Background: an optimization exercise with open tools, aiming at small area, a short achievable clock period and few clock cycles. Do not read the settings as production practice. RTL that was checked went through simulation tests only; none was proved equivalent to the original. No functional check of the RTL was part of runs 1 and 2. Power is estimated from default activity; no workload was simulated.

### flow/config.mk
export PLATFORM = sky130hd
export DESIGN_NAME = octree_searcher
export DESIGN_NICKNAME = octree_searcher
export VERILOG_FILES = /design/flow/design.v
export SDC_FILE = /design/flow/constraint.sdc
export NUM_CORES = 4
export LEC_CHECK = 0
export CAP_MARGIN = 20
export CORE_MARGIN = 2
export CORE_UTILIZATION = 40
export SETUP_SLACK_MARGIN = 3.2
export SLEW_MARGIN = 20
### flow/constraint.sdc
create_clock -name core_clock -period 6.0 [get_ports {clk}]
set_input_delay 1.2000 -clock core_clock [delete_from_list [all_inputs] [get_ports {clk}]]
set_output_delay 1.2000 -clock core_clock [all_outputs]
set_load 0.01 [all_outputs]
### flow/design.v
`default_nettype none
package octree_pkg;
  typedef logic [16-1:0]   addr_t;
  typedef logic [64-1:0]   word_t;
  typedef logic [3-1:0]  level_t;
  typedef logic [12-1:0]    pos_t;
  typedef logic [12-1:0]   slot_t;
  typedef logic [4-1:0] lod_mask_t;
  typedef enum logic [1:0] {WALK_IDLE, WALK_POP, WALK_READ, WALK_SCAN} walk_state_e;
  typedef enum logic [1:0] {FETCH_IDLE, FETCH_READ, FETCH_WAIT, FETCH_HOLD} fetch_state_e;
endpackage
`default_nettype wire
`timescale 1ns/1ps
`default_nettype none
import octree_pkg::*;
module octree_searcher
(
  input  logic           clk,
  input  logic           rst_n,
  input  logic           start_i,
  input  octree_pkg::lod_mask_t      lod_mask_i,
  output logic           busy_o,
  output logic           done_o,
  output logic           sram_cen_o,
  output octree_pkg::addr_t          sram_addr_o,
  input  octree_pkg::word_t          sram_q_i,
  output octree_pkg::word_t          feature_o,
  output logic           feature_valid_o,
  input  logic           feature_ready_i
);
  function automatic logic [2:0] ffs8(input logic [7:0] m);
    ffs8 = m[0] ? 3'd0 : m[1] ? 3'd1 : m[2] ? 3'd2 : m[3] ? 3'd3 :
           m[4] ? 3'd4 : m[5] ? 3'd5 : m[6] ? 3'd6 : 3'd7;
  endfunction
  typedef enum logic [2:0] {W_IDLE, W_ISSUE, W_DATA, W_HOLD, W_DONE} wst_e;
  wst_e        wst;
  logic        busy_q;
  logic        qfeat_q;    
  logic [1:0]  lvl_q;      
  logic [1:0]  dep_q;      
  logic [7:0]  m0_q, m1_q, m2_q;   
  logic [7:0]  wself_q;    
  logic [7:0]  waddr_q;    
  logic [1:0]  wlane_q;    
  logic        fbusy_q;
  logic [4:0]  fx_q;       
  logic [7:0]  fmask_q;    
  logic [1:0]  fk_q;       
  logic        wsel, can_rd, wfire, ffire;
  logic [7:0]  fa;
  assign wsel   = (wst == W_ISSUE) || (wst == W_IDLE);
  assign can_rd = !qfeat_q || feature_ready_i;
  assign wfire  = can_rd && ((wst == W_ISSUE) || ((wst == W_IDLE) && start_i));
  assign ffire  = can_rd && fbusy_q && !wsel;
  assign fa     = {fx_q, 3'b000} + 8'd1 + {5'b0, ffs8(fmask_q)};
  assign sram_cen_o  = !(wfire || ffire);
  assign sram_addr_o = wsel ? {8'b0, waddr_q} : {5'b0, 1'b1, fa, fk_q};
  assign feature_o       = sram_q_i;
  assign feature_valid_o = qfeat_q;
  assign busy_o          = busy_q;
  logic [7:0] fmask_rest;
  logic       f_finish, f_accept;
  assign fmask_rest = fmask_q & (fmask_q - 8'd1);
  assign f_finish   = ffire && (fk_q == 2'd3) && (fmask_rest == 8'd0);
  assign f_accept   = !fbusy_q || f_finish;
  assign done_o = busy_q && (wst == W_DONE) && !fbusy_q && can_rd;
  logic [15:0] lane;
  logic [7:0]  cbits, sbits;
  assign lane = sram_q_i[{wlane_q, 4'b0000} +: 16];
  always_comb begin
    for (int i = 0; i < 8; i++) begin
      cbits[i] = lane[2*i];
      sbits[i] = lane[2*i+1];
    end
  end
  logic leaf;
  assign leaf = (dep_q == lvl_q);
  logic [7:0] m0_rest, m1_rest, m2_rest;
  logic       more0, more1, more2;
  assign m0_rest = m0_q & (m0_q - 8'd1);
  assign m1_rest = m1_q & (m1_q - 8'd1);
  assign m2_rest = m2_q & (m2_q - 8'd1);
  assign more0 = |m0_rest;
  assign more1 = |m1_rest;
  assign more2 = |m2_rest;
  logic [3:0] lod_above;
  logic       has_next_lvl;
  logic [1:0] next_lvl;
  always_comb begin
    for (int i = 0; i < 4; i++) lod_above[i] = lod_mask_i[i] && (2'(i) > lvl_q);
    has_next_lvl = |lod_above;
    next_lvl = lod_above[0] ? 2'd0 : lod_above[1] ? 2'd1 : lod_above[2] ? 2'd2 : 2'd3;
  end
  logic [9:0] slot_cur, child_slot, sib3_slot, sib2_slot, sib1_slot;
  logic [2:0] ic, p1, p2, n1, n2, n3;
  always_comb begin
    slot_cur = {waddr_q, wlane_q};
    ic = ffs8(cbits);
    p1 = ffs8(m0_q);
    p2 = ffs8(m1_q);
    n1 = ffs8(m0_rest);
    n2 = ffs8(m1_rest);
    n3 = ffs8(m2_rest);
    child_slot = {slot_cur[6:0], 3'b000} + 10'd1 + {7'd0, ic};
    sib3_slot  = {1'b0, 3'd0, 6'd0} + {({1'b0, p1} + 4'd1), 6'd0} + {3'd0, ({1'b0, p2} + 4'd1), 3'd0} +
                 10'd1 + {7'd0, n3};
    sib2_slot  = {3'd0, ({1'b0, p1} + 4'd1), 3'd0} + 10'd1 + {7'd0, n2};
    sib1_slot  = 10'd1 + {7'd0, n1};
  end
  logic handoff;
  logic [7:0] hand_mask;
  always_ff @(posedge clk or negedge rst_n) begin
    if (!rst_n) begin
      wst     <= W_IDLE;
      busy_q  <= 1'b0;
      qfeat_q <= 1'b0;
      fbusy_q <= 1'b0;
      fk_q    <= 2'd0;
      waddr_q <= 8'd0;
      wlane_q <= 2'd0;
      dep_q   <= 2'd0;
      lvl_q   <= 2'd0;
    end else begin
      qfeat_q <= ffire || (qfeat_q && !feature_ready_i);
      if (start_i && !busy_q) busy_q <= 1'b1;
      else if (done_o) busy_q <= 1'b0;
      if (ffire) begin
        fk_q <= fk_q + 2'd1;
        if (fk_q == 2'd3) begin
          if (fmask_rest == 8'd0) fbusy_q <= 1'b0;
        end
      end
      if (handoff) fbusy_q <= 1'b1;
      case (wst)
        W_IDLE: begin
          if (start_i) begin
            dep_q <= 2'd0;
            lvl_q <= lod_mask_i[0] ? 2'd0 : lod_mask_i[1] ? 2'd1 : lod_mask_i[2] ? 2'd2 : 2'd3;
            wst   <= (lod_mask_i == 4'd0) ? W_DONE : W_DATA;
          end
        end
        W_ISSUE: begin
          if (wfire) wst <= W_DATA;
        end
        W_DONE: begin
          if (done_o) begin
            wst     <= W_IDLE;
            waddr_q <= 8'd0;
            wlane_q <= 2'd0;
            dep_q   <= 2'd0;
          end
        end
        default: begin  
          if ((wst == W_DATA) && !leaf && (cbits != 8'd0)) begin
            dep_q   <= dep_q + 2'd1;
            waddr_q <= child_slot[9:2];
            wlane_q <= child_slot[1:0];
            wst     <= W_ISSUE;
          end else if ((wst == W_DATA) && leaf && (sbits != 8'd0) && !f_accept) begin
            wst <= W_HOLD;
          end else if ((wst == W_DATA) || f_accept) begin
            if ((dep_q == 2'd3) && more2) begin
              dep_q   <= 2'd3;
              waddr_q <= sib3_slot[9:2];
              wlane_q <= sib3_slot[1:0];
              wst     <= W_ISSUE;
            end else if ((dep_q >= 2'd2) && more1) begin
              dep_q   <= 2'd2;
              waddr_q <= sib2_slot[9:2];
              wlane_q <= sib2_slot[1:0];
              wst     <= W_ISSUE;
            end else if ((dep_q >= 2'd1) && more0) begin
              dep_q   <= 2'd1;
              waddr_q <= sib1_slot[9:2];
              wlane_q <= sib1_slot[1:0];
              wst     <= W_ISSUE;
            end else if (has_next_lvl) begin
              lvl_q   <= next_lvl;
              dep_q   <= 2'd0;
              waddr_q <= 8'd0;
              wlane_q <= 2'd0;
              wst     <= W_ISSUE;
            end else begin
              wst <= W_DONE;
            end
          end
        end
      endcase
    end
  end
  logic advance;
  assign advance = ((wst == W_DATA) && !(!leaf && (cbits != 8'd0)) &&
                    !(leaf && (sbits != 8'd0) && !f_accept)) ||
                   ((wst == W_HOLD) && f_accept);
  assign handoff   = ((wst == W_DATA) && leaf && (sbits != 8'd0) && f_accept) ||
                     ((wst == W_HOLD) && f_accept);
  assign hand_mask = (wst == W_DATA) ? sbits : wself_q;
  always_ff @(posedge clk) begin
    if ((wst == W_DATA) && !leaf) begin
      case (dep_q)
        2'd0: m0_q <= cbits;
        2'd1: m1_q <= cbits;
        default: m2_q <= cbits;
      endcase
    end
    if (advance) begin
      if ((dep_q == 2'd3) && more2) m2_q <= m2_rest;
      else if ((dep_q >= 2'd2) && more1) m1_q <= m1_rest;
      else if ((dep_q >= 2'd1) && more0) m0_q <= m0_rest;
    end
    if (wst == W_DATA) wself_q <= sbits;
    if (ffire && (fk_q == 2'd3)) fmask_q <= fmask_rest;
    if (handoff) begin
      fmask_q <= hand_mask;
      fx_q    <= {waddr_q[2:0], wlane_q};
    end
  end
endmodule
`default_nettype wire
### flow/run.sh
#!/bin/bash
# synth_recipe.tcl (not shown) runs the flow's synth.tcl, then flattens the netlist and writes it again
# the make line also repeats each setting of config.mk as NAME=value (left out here)
make -C /OpenROAD-flow-scripts/flow DESIGN_CONFIG=/design/flow/config.mk WORK_HOME=/design/flow/orfs CLKGATE_MAP_FILE= SYNTH_SCRIPT=/design/flow/synth_recipe.tcl finish
==> results by group, run 1 <==
STA
  – Setup ws final: 2440 ps
  – # setup viols final: 0
  – Max transition margin: 35.6%
  – Worst-Margin Slew: 958 ps
  – Final hold viol count: 0
  – Max-slew violation count: 0
  – RSZ-0062 raised after global routing: yes
  – Tmin final: 3560 ps
  – Fin crit share: 59.3%
  – Max Clock Freq: 281 MHz
  – Worst Skew: 5.97 ps
  – Fin Setup TNS: 0 ps

Power
  – IR Drop Worst-Case VDD: 0.000295 V
  – Power Density: 610 mW/mm^2
  – Switching Fraction: 46.7%
  – Leakage Power: 3.52 nW
  – NetSw: 2.35 mW
  – Internal power: 2.68 mW
  – Clk network pwr share: 12.2%
  – Register share of total power: 20.4%
  – Comb power frac: 67.4%

Placement
  – Port Buffers: 150
  – Pre-CTS setup slack: 916 ps
  – Area after DPL: 0.00712 sq mm
  – HPWL Detailed: 14,200 um
  – Routability cong.: 0.955

Floorplanning
  – Die Ht: 126 um
  – Core Area: 0.0145 sq mm
  – Die area: 0.0158 sq mm
  – Io pins: 156
  – Starting Density: 40.8%
  – Core Rows: 44
  – Die width: 126 um

Final layout
  – Share of layout cells above drive strength 1: 37.9%
  – Commonest non-fill, non-tap cell in the layout: buf_4
  – Commonest non-fill, non-tap cells in the layout: 69 x buf_4, 65 x buf_2, 49 x nor2_1
  – # fillers: 1,334
  – Area growth syn-to-layout: 38.7%
  – N_diodes: 0
  – Final instance area: 0.00823 sq mm
  – Final nets: 919

Synthesis
  – Gate Count Post-Synth: 687
  – Sequential element share of the synthesized area: 26.6%
  – Post-Syn Area per Cell: 8.64 sq um
  – Asr flop ratio synth: 32.8%
  – Ys flop type: dfxtp_1
  – Synthesis Warnings: 1
  – Yosys cell types: 74
  – Flops & latches, synth: 67
  – Mapped cell area: 0.00594 sq mm
  – Leading area contributor after synthesis: dfxtp_1
  – EDFF count, synth: 13
  – Area contributors post-synth: dfxtp_1 11%, dfrtp_1 9.3%, buf_4 8.7%
  – Top cell type's share of synthesized area: 10.8%

Route
  – Residual DRC: 0
  – DR vias: 5,931
  – Final wirelength: 20,200 um
  – DR iter-0 viols: 401
  – Final ANT Viol Nets: 0
  – Wire per inst: 19.8 um
  – DRT Pass-1 Iters: 7
  – Post-DR vias/cell: 5.81

Clocking
  – Clock Latency Late Sink: 340 ps
  – Clk pin slew, worst setup/hold paths: 60 ps
  – CTS tree: yes
  – CTS Hold Buffers Added: 0
  – Clock sink total: 67
  – CTS buffer count: 9
  – Clk buf depth: 2
  – Root Driver: clkbuf_16
  – H-Tree Depth: 3

Critical path
  – Flop-to-flop setup slack: 2540 ps
  – Critical Path End Type: flop
  – Max FO, Critical Path: 4
  – Critical Path Source Type: input pin
  – Arrival time worst endpoint: 3790 ps
  – FF-to-FF Start: wlane_q[0]
  – Worst reg-to-reg path cell count: 8
  – Critical Path Max Stage Delay: 590 ps
  – WS Path Type: input pin to flop
  – Slowest CP cell: or4_4
  – Worst path required time: 6230 ps
  – CP Cell Sequence: buf_6, mux4_2, or4_4, o21a_4, a2111o_1, o22ai_4, a21boi_4, mux2_4
  – Reg-to-reg endpoint: dep_q[1]

GRT
  – GRT Total Usage: 24.9%
  – Largest net degree at the start of global routing: 23
  – Number of global-route vias before repair: 5,790
  – First-pass GRT wire length: 31,600 um
  – GRT overflow: 0
  – Initial antenna violation count: 0

Hold path
  – Min-delay src: wself_q[0]
  – Worst Hold Path EP: wself_q[0]
  – Hold Path Depth: 1
  – HP Class: flop to flop

Status
  – Status: complete, no violations

Flow run
  – MaxCap Viol Count: 0
cell type report:
type | instances | area, sq um | share of cell area (%)
sequential | 67 | 1590 | 19.3
multi-input combinational | 484 | 3970 | 48.2
clock inverter | 6 | 113 | 1.37
timing repair buffer | 245 | 1990 | 24.2
inverter | 25 | 111 | 1.35
tap | 184 | 230 | 2.80
clock buffer | 10 | 229 | 2.78
cells in the mapped netlist, drive strengths merged, types with 6 or more instances:
cell type and n:
buf 81, nor2 52, nand2 40, clkbuf 34
dfxtp 32, o21ai 29, a21oi 27, inv 23
dfrtp 22, nand3 20, xnor2 20, mux4 16
ha 15, mux2 15, nor3 14, xor2 14
edfxtp 13, mux2i 12, a211oi 11, a21o 11
nor4 11, nor2b 10, o31ai 10, a22o 9
and3 9, nand2b 9, a221o 8, a32oi 8
or2 8, or4 8, or3 6
what timing repair did:
item                       CTS  global route
pin swaps                   36            26
gates resized for setup    513            55
setup endpoints to repair  139            75
cloned                       0             0
setup buffers               72            15
cells by family after synthesis:
| kind of cell | synth area share (%) |
|---|---|
| buffers and inverters | 13.5 |
| other | 0.0632 |
| adder cells (fa/ha/maj) | 4.00 |
| AND/OR/NAND/NOR | 17.9 |
| flip-flops | 26.6 |
| multiplexers | 10.9 |
| AO/OA/AOI/OAI | 22.0 |
| XOR/XNOR | 5.02 |
registers in the layout (all words and copies together) (netlist names):
register  flops
dep_q         2
wst           3
waddr_q       8
fk_q          2
busy_q        1
fbusy_q       1
m1_q          8
lvl_q         2
m2_q          8
m0_q          8
qfeat_q       1
fmask_q       8
fx_q          5
wlane_q       2
wself_q       8
per-stage QoR:
step	power (mW)	hold slack, ps	util [%]	instances
after global placement	3.69	455	49.0	918
after global routing	5.36	496	56.6	1021
after CTS	4.78	474	54.7	1006
after detailed placement	3.73	462	49.0	918
after floorplan	2.94	420	-	691
final	5.02	474	56.6	1021
how the worst max path moves through the flow:
stage	start	endpoint	slack, ps	cells after the start
floorplan	sram_q_i[48]	dep_q[1]	2150	8
global placement	sram_q_i[48]	dep_q[1]	1030	8
detailed placement	sram_q_i[2]	dep_q[1]	920	8
CTS	sram_q_i[56]	dep_q[1]	2420	8
global route	fmask_q[2]	sram_addr_o[7]	2390	10
finish	sram_q_i[50]	dep_q[1]	2440	8
worst max-delay path, delay by kind of cell:
family                 cells  cell delay, ps
buffers and inverters      1              90
and+or+nand+nor            1             590
muxes                      2             800
AOI/OAI and AO/OA          4            1100
routing by layer:
layer / vias up / part of all wire, % / GRT usage [%]
met3: 41 / 4.8 / 4.25
li1: 2780 / - / -
met2: 204 / 49 / 41.3
met4: 0 / 2.8 / 7.63
met5: - / 0 / 0
met1: 2906 / 44 / 33.4
power groups by stage:
stage | clock network [mW] | logic, mW | registers (mW)
final | 0.615 | 3.38 | 1.02
after global placement | 0 | 2.68 | 1.01
after global routing | 0.641 | 3.66 | 1.06
after CTS | 0.625 | 3.15 | 1.01
after floorplan | 0 | 2.17 | 0.772
after detailed placement | 0 | 2.70 | 1.02
==> inputs of run 2 (changes only) <==
--- a/flow/config.mk
+++ b/flow/config.mk
@@ -6,4 +6,5 @@
 export NUM_CORES = 4
 export LEC_CHECK = 0
+export ABC_CLOCK_PERIOD_IN_PS = 2800
 export CAP_MARGIN = 20
 export CORE_MARGIN = 2
==> results by group, run 2 <==
Clocking
  – CTS buffer count: 9
  – CTS tree: yes
  – H-Tree Depth: 3
  – Root Driver: clkbuf_16
  – Clk buf depth: 2
  – CTS Hold Buffers Added: 0
  – Clock sink total: 67
  – Clock Latency Late Sink: 340 ps
  – Clk pin slew, worst setup/hold paths: 60 ps

Final layout
  – N_diodes: 0
  – Share of layout cells above drive strength 1: 37.9%
  – Multi-input gate area: 0.00397 sq mm
  – Final nets: 919
  – Commonest non-fill, non-tap cells in the layout: 69 x buf_4, 65 x buf_2, 49 x nor2_1
  – Reg area: 0.00159 sq mm
  – # fillers: 1,334
  – Commonest non-fill, non-tap cell in the layout: buf_4
  – Area growth syn-to-layout: 38.7%
  – Final std cells w/o fill: 1,021

Route
  – Residual DRC: 0
  – Wire per inst: 19.8 um
  – Final wirelength: 20,200 um
  – M1 WL: 8810 um
  – DR vias: 5,931
  – DR iter-0 viols: 401
  – DRT Pass-1 Iters: 7
  – WL met3: 976 um
  – Final ANT Viol Nets: 0
  – Top Metal Used: met4
  – WL met2: 9850 um
  – Post-DR vias/cell: 5.81

STA
  – Setup ws final: 2440 ps
  – Worst Skew: 5.97 ps
  – # setup viols final: 0
  – Tmin final: 3560 ps
  – Max transition margin: 35.6%
  – Max-slew violation count: 0
  – Fin crit share: 59.3%
  – Worst-Margin Slew: 958 ps
  – RSZ-0062 raised after global routing: yes
  – Fin Setup TNS: 0 ps
  – Final hold viol count: 0
  – Max Clock Freq: 281 MHz

Critical path
  – Critical Path Source Type: input pin
  – WS Path Type: input pin to flop
  – Critical Path End Type: flop
  – Worst path required time: 6230 ps
  – Max FO, Critical Path: 4
  – Arrival time worst endpoint: 3790 ps

GRT
  – Initial antenna violation count: 0
  – Number of global-route vias before repair: 5,790
  – GRT Total Usage: 24.9%
  – GRT overflow: 0
  – Largest net degree at the start of global routing: 23
  – First-pass GRT wire length: 31,600 um

Hold path
  – HP Class: flop to flop

Placement
  – Port Buffers: 150
  – Cells after DPL: 918
  – Routability cong.: 0.955
  – Pre-CTS setup slack: 916 ps
  – HPWL Detailed: 14,200 um

Floorplanning
  – Die width: 126 um
  – Core Area: 0.0145 sq mm
  – Core Rows: 44
  – Die area: 0.0158 sq mm
  – Starting Density: 40.8%
  – Io pins: 156
  – Die Ht: 126 um

Synthesis
  – Flops & latches, synth: 67
  – EDFF count, synth: 13
  – Synthesis Warnings: 1
  – Mapped cell area: 0.00594 sq mm
  – Leading area contributor after synthesis: dfxtp_1
  – Area contributors post-synth: dfxtp_1 11%, dfrtp_1 9.3%, buf_4 8.7%
  – Top cells by count, synth: 69 x buf_4, 52 x nor2_1, 40 x nand2_1, 34 x clkbuf_1, 32 x dfxtp_1
  – Sequential element share of the synthesized area: 26.6%
  – Post-Syn Area per Cell: 8.64 sq um
  – Ys flop type: dfxtp_1
  – Gate Count Post-Synth: 687
  – Yosys cell types: 74
  – Top cell type's share of synthesized area: 10.8%
  – Most common cell in the netlist: buf_4
  – Asr flop ratio synth: 32.8%

Power
  – Leakage Power: 3.52 nW
  – IR Drop Worst-Case VDD: 0.000295 V
  – Power Density: 610 mW/mm^2

Flow run
  – MaxCap Viol Count: 0

Status
  – Status: complete, no violations
==> run 2: cell counts after synthesis <==
Identical to the previous run, type by type.
==> run 2: final timing paths <==
kind,to,cells after the start,start,slack [ps]
worst max-delay path,dep_q[1],8,sram_q_i[50],2440
worst min-delay path,wself_q[0],1,wself_q[0],470
worst max register to register,dep_q[1],8,wlane_q[0],2540
worst min register to register,wself_q[0],1,wself_q[0],470
max in group asynchronous,wlane_q[0],1,rst_n,4750
min in group asynchronous,qfeat_q,1,rst_n,830
==> run 2: through the flow <==
step                      hold WS, ps  total power [mW]  area (sq um)  util (%)
after floorplan                   420              2.94          6070         -
final                             474              5.02          8230      56.6
after global placement            455              3.69          7120      49.0
after CTS                         474              4.78          7950      54.7
after global routing              496              5.36          8230      56.6
after detailed placement          462              3.73          7120      49.0
==> run 2: worst max-delay path, cell delays in order <==
cell,delay [ps]
buf_6,90
mux4_2,480
or4_4,590
o21a_4,250
a2111o_1,390
o22ai_4,220
a21boi_4,240
mux2_4,320
==> run 2: what timing repair did <==
item	CTS	global route
resized for setup	513	55
setup buffers	72	15
pin swaps	36	26
endpoints found under the setup margin	139	75
==> run 2: final cells by class <==
class	instances	share of cell area, %
clock buffers	10	2.78
well taps	184	2.80
inverters	25	1.35
flip-flops and latches	67	19.3
clock inverters	6	1.37
repair buffers	245	24.2
multi-input cells	484	48.2
==> run 2: logic make-up (layout without fill, tap and decap cells) <==
family	count (synthesis)	count (layout)	share of synthesized area, %
adder cells (fa/ha/maj)	20	20	4.00
XOR/XNOR	34	34	5.02
buffers and inverters	140	286	13.5
AND/OR/NAND/NOR	205	205	17.9
multiplexers	43	43	10.9
AO/OA/AOI/OAI	177	177	22.0
flip-flops	67	67	26.6
other	1	5	0.0632
==> run 2: power by group <==
group / total (mW) / leakage, nW / internal (mW) / switching, mW
logic: 3.38 / 2.71 / 1.60 / 1.78
registers: 1.02 / 0.646 / 0.668 / 0.355
clock network: 0.615 / 0.167 / 0.407 / 0.208
total: 5.02 / 3.52 / 2.68 / 2.35
==> run 2: routing by layer <==
layer,GRT usage [%],up-vias
met4,7.63,0
met5,0,-
met3,4.25,41
li1,-,2780
met1,33.4,2906
met2,41.3,204
==> inputs of run 3 (changes only) <==
--- a/flow/design.v
+++ b/flow/design.v
@@ -33,5 +33,5 @@
            m[4] ? 3'd4 : m[5] ? 3'd5 : m[6] ? 3'd6 : 3'd7;
   endfunction
-  typedef enum logic [2:0] {W_IDLE, W_ISSUE, W_DATA, W_HOLD, W_DONE} wst_e;
+  typedef enum logic [2:0] {W_IDLE, W_ISSUE, W_DATA, W_HOLD, W_NEXT, W_DONE} wst_e;
   wst_e        wst;
   logic        busy_q;
@@ -92,19 +92,16 @@
     next_lvl = lod_above[0] ? 2'd0 : lod_above[1] ? 2'd1 : lod_above[2] ? 2'd2 : 2'd3;
   end
-  logic [9:0] slot_cur, child_slot, sib3_slot, sib2_slot, sib1_slot;
-  logic [2:0] ic, p1, p2, n1, n2, n3;
+  logic [9:0] slot;
+  logic [3:0] o0, o1, o2;
   always_comb begin
-    slot_cur = {waddr_q, wlane_q};
-    ic = ffs8(cbits);
-    p1 = ffs8(m0_q);
-    p2 = ffs8(m1_q);
-    n1 = ffs8(m0_rest);
-    n2 = ffs8(m1_rest);
-    n3 = ffs8(m2_rest);
-    child_slot = {slot_cur[6:0], 3'b000} + 10'd1 + {7'd0, ic};
-    sib3_slot  = {1'b0, 3'd0, 6'd0} + {({1'b0, p1} + 4'd1), 6'd0} + {3'd0, ({1'b0, p2} + 4'd1), 3'd0} +
-                 10'd1 + {7'd0, n3};
-    sib2_slot  = {3'd0, ({1'b0, p1} + 4'd1), 3'd0} + 10'd1 + {7'd0, n2};
-    sib1_slot  = 10'd1 + {7'd0, n1};
+    o0 = 4'd1 + {1'b0, ffs8(m0_q)};
+    o1 = 4'd1 + {1'b0, ffs8(m1_q)};
+    o2 = 4'd1 + {1'b0, ffs8(m2_q)};
+    case (dep_q)
+      2'd0: slot = 10'd0;
+      2'd1: slot = {6'd0, o0};
+      2'd2: slot = {3'd0, o0, 3'd0} + {6'd0, o1};
+      default: slot = {o0, 6'd0} + {3'd0, o1, 3'd0} + {6'd0, o2};
+    endcase
   end
   logic handoff;
@@ -143,4 +140,9 @@
           if (wfire) wst <= W_DATA;
         end
+        W_NEXT: begin
+          waddr_q <= slot[9:2];
+          wlane_q <= slot[1:0];
+          wst     <= W_ISSUE;
+        end
         W_DONE: begin
           if (done_o) begin
@@ -153,26 +155,18 @@
         default: begin  
           if ((wst == W_DATA) && !leaf && (cbits != 8'd0)) begin
-            dep_q   <= dep_q + 2'd1;
-            waddr_q <= child_slot[9:2];
-            wlane_q <= child_slot[1:0];
-            wst     <= W_ISSUE;
+            dep_q <= dep_q + 2'd1;
+            wst   <= W_NEXT;
           end else if ((wst == W_DATA) && leaf && (sbits != 8'd0) && !f_accept) begin
             wst <= W_HOLD;
           end else if ((wst == W_DATA) || f_accept) begin
             if ((dep_q == 2'd3) && more2) begin
-              dep_q   <= 2'd3;
-              waddr_q <= sib3_slot[9:2];
-              wlane_q <= sib3_slot[1:0];
-              wst     <= W_ISSUE;
+              dep_q <= 2'd3;
+              wst   <= W_NEXT;
             end else if ((dep_q >= 2'd2) && more1) begin
-              dep_q   <= 2'd2;
-              waddr_q <= sib2_slot[9:2];
-              wlane_q <= sib2_slot[1:0];
-              wst     <= W_ISSUE;
+              dep_q <= 2'd2;
+              wst   <= W_NEXT;
             end else if ((dep_q >= 2'd1) && more0) begin
-              dep_q   <= 2'd1;
-              waddr_q <= sib1_slot[9:2];
-              wlane_q <= sib1_slot[1:0];
-              wst     <= W_ISSUE;
+              dep_q <= 2'd1;
+              wst   <= W_NEXT;
             end else if (has_next_lvl) begin
               lvl_q   <= next_lvl;
--- a/flow/config.mk
+++ b/flow/config.mk
@@ -6,8 +6,6 @@
 export NUM_CORES = 4
 export LEC_CHECK = 0
-export ABC_CLOCK_PERIOD_IN_PS = 2800
 export CAP_MARGIN = 20
 export CORE_MARGIN = 2
 export CORE_UTILIZATION = 40
-export SETUP_SLACK_MARGIN = 3.2
 export SLEW_MARGIN = 20
==> results by group, run 3 <==
Clocking
  – Clk pin slew, worst setup/hold paths: 60 ps
  – Post-CTS Setup Bufs: 0
  – Post-CTS Resized: 0
  – CTS tree: yes
  – H-Tree Depth: 3
  – Clock Latency Late Sink: 330 ps
  – Root Driver: clkbuf_16
  – CTS buffer count: 9
  – Clock sink total: 67
  – Clk buf depth: 2
  – CTS Hold Buffers Added: 0

Floorplanning
  – Core Rows: 42
  – Die area: 0.0142 sq mm
  – Core Area: 0.0131 sq mm
  – Io pins: 156
  – Die width: 119 um
  – Die Ht: 119 um
  – Starting Density: 40.5%

Route
  – Final ANT Viol Nets: 0
  – Wire per inst: 17.3 um
  – Residual DRC: 0
  – Final wirelength: 14,000 um
  – DR iter-0 viols: 212
  – Post-DR vias/cell: 5.42
  – DRT Pass-1 Iters: 5
  – DR vias: 4,397

Critical path
  – Slowest CP cell: nor4_1
  – Max FO, Critical Path: 9
  – Arrival time worst endpoint: 3320 ps
  – Worst path required time: 4800 ps
  – Crit path buffers/inverters: 1
  – CP Cell Sequence: or4_1, nor4_1, nand3_1, xor2_1, o21ai_0, clkdlybuf4s50_1
  – Crit path max-delay family: simple AND/OR/NAND/NOR gates
  – Critical Path Source Type: flop
  – Critical Path End Type: output port
  – Critical Path Max Stage Delay: 730 ps
  – WS Path Type: flop to output port

GRT
  – GRT overflow: 0
  – Largest net degree at the start of global routing: 23
  – GRT Total Usage: 19.7%
  – First-pass GRT wire length: 22,100 um
  – Number of global-route vias before repair: 4,210
  – Initial antenna violation count: 0

Synthesis
  – Post-Syn Area per Cell: 9.34 sq um
  – Yosys cell types: 77
  – Flops & latches, synth: 67
  – Simple-gate share of the synthesized area: 16.5%
  – Synthesis Warnings: 1
  – Ys flop type: dfxtp_1
  – Post-Synth XOR/XNOR Area: 3.47%
  – Synth Area in Adders: 3.97%
  – Combinational family with the most area after synthesis: compound AO/OA/AOI/OAI gates
  – Multiplexer share of the synthesized area: 12.1%
  – Leading area contributor after synthesis: dfxtp_1
  – EDFF count, synth: 13
  – Top cell type's share of synthesized area: 12.1%
  – Area contributors post-synth: dfxtp_1 12%, dfrtp_1 10%, buf_4 9.9%
  – Mapped cell area: 0.00530 sq mm
  – Top cells by count, synth: 70 x buf_4, 47 x nand2_1, 44 x nor2_1, 32 x dfxtp_1, 27 x a22o_1
  – Most common cell in the netlist: buf_4
  – Gate Count Post-Synth: 567
  – Asr flop ratio synth: 32.8%
  – Synth Area in Compound Gates: 19.6%
  – Sequential element share of the synthesized area: 29.9%

Power
  – Power Density: 469 mW/mm^2
  – IR Drop Worst-Case VDD: 0.000154 V
  – Leakage Power: 2.61 nW
  – Final Power: 3.13 mW

STA
  – Max Clock Freq: 221 MHz
  – Final hold viol count: 0
  – Max-slew violation count: 0
  – Worst-Margin Slew: 934 ps
  – Tmin final: 4520 ps
  – Fin Setup TNS: 0 ps
  – RSZ-0062 raised after global routing: no
  – Max transition margin: 37.8%
  – Fin crit share: 75.4%
  – Min Hold Slack: 475 ps
  – Worst Skew: 6.17 ps
  – # setup viols final: 0

Placement
  – Cells after DPL: 795
  – Port Buffers: 150
  – HPWL Detailed: 10,900 um
  – Routability cong.: 0.818

Final layout
  – Final std cells w/o fill: 811
  – Final core utilization: 50.9%
  – Multi-input gate area: 0.00297 sq mm
  – Reg area: 0.00158 sq mm
  – Area growth syn-to-layout: 25.8%
  – Commonest non-fill, non-tap cell in the layout: clkdlybuf4s50_1
  – Final nets: 714
  – Share of layout cells above drive strength 1: 8.66%
  – Commonest non-fill, non-tap cells in the layout: 149 x clkdlybuf4s50_1, 47 x nand2_1, 44 x nor2_1
  – # fillers: 1,212
  – N_diodes: 0

Hold path
  – HP Class: flop to flop

Status
  – Status: complete, no violations

Flow run
  – MaxCap Viol Count: 0
==> run 3: kinds of logic after synthesis <==
family / after synthesis
buf+inv: 121
flops: 67
xor+xnor: 21
other cells: 1
simple gates: 171
mux: 41
compound gates: 127
fa+ha+maj: 18
==> run 3: per-stage QoR <==
stage,setup slack [ps],cell area [sq um]
floorplan,2430,5310
global placement,1690,6350
detailed placement,1590,6350
CTS,1390,6660
global route,1240,6660
finish,1480,6660
==> run 3: per-layer routing <==
metal  share of wire [%]  track usage [%]  up-vias
li1                    -                -     2156
met2                  48             32.1      134
met4                 1.2             5.28        0
met5                   0                0        -
met1                  47             26.8     2096
met3                 4.6             3.88       11
==> run 3: final timing paths <==
path	start	end	slack [ps]	depth (start not counted)
worst min-delay path	wself_q[0]	wself_q[0]	480	1
worst max-delay path	fmask_q[1]	sram_addr_o[7]	1480	6
worst max register to register	wlane_q[0]	m1_q[1]	2060	8
min in group asynchronous	rst_n	qfeat_q	840	1
max in group asynchronous	rst_n	lvl_q[0]	4820	1
worst min register to register	wself_q[0]	wself_q[0]	480	1
==> run 3: final cells by class <==
type	instances	area share (%)
clock inverters	2	0.526
multi-input cells	383	44.6
flip-flops and latches	67	23.7
inverters	16	0.901
well taps	176	3.30
repair buffers	153	22.8
clock buffers	14	4.11
==> run 3: report_power, final <==
group	switching [mW]	total, mW	internal [mW]
Clock	0.187	0.543	0.355
Sequential	0.296	0.948	0.652
Combinational	0.850	1.64	0.788
Total	1.33	3.13	1.80
Testbench counts of run 3, summed over its fixed seeds: cycles 54,847.

re-timing with driven ports:
How much do the figures lean on ideal ports? The routed layouts below were timed once more, with nothing changed but the port constraints. Step 1 sets driving cells, clkbuf_16 on the clock port and buf_2 on the other inputs (assumed; they add their load-dependent delay and slew). Step 2, shift: input delay + t, output delay - t, t = (earliest + latest rising clock arrival at the registers) / 2. This alone moves slack from input paths to output paths. Three values: ideal, step 1, step 2; two values: the first two.
run	t (ns)	setup slack, ns	latest minus earliest clock arrival (ns)
run 1	0.383	2.440 / 2.450 / 2.067	0.006 / 0.006
run 2	0.383	2.440 / 2.450 / 2.067	0.006 / 0.006
run 3	0.364	1.475 / 1.435 / 1.590	0.006 / 0.006
After both steps every run listed still meets setup and hold.
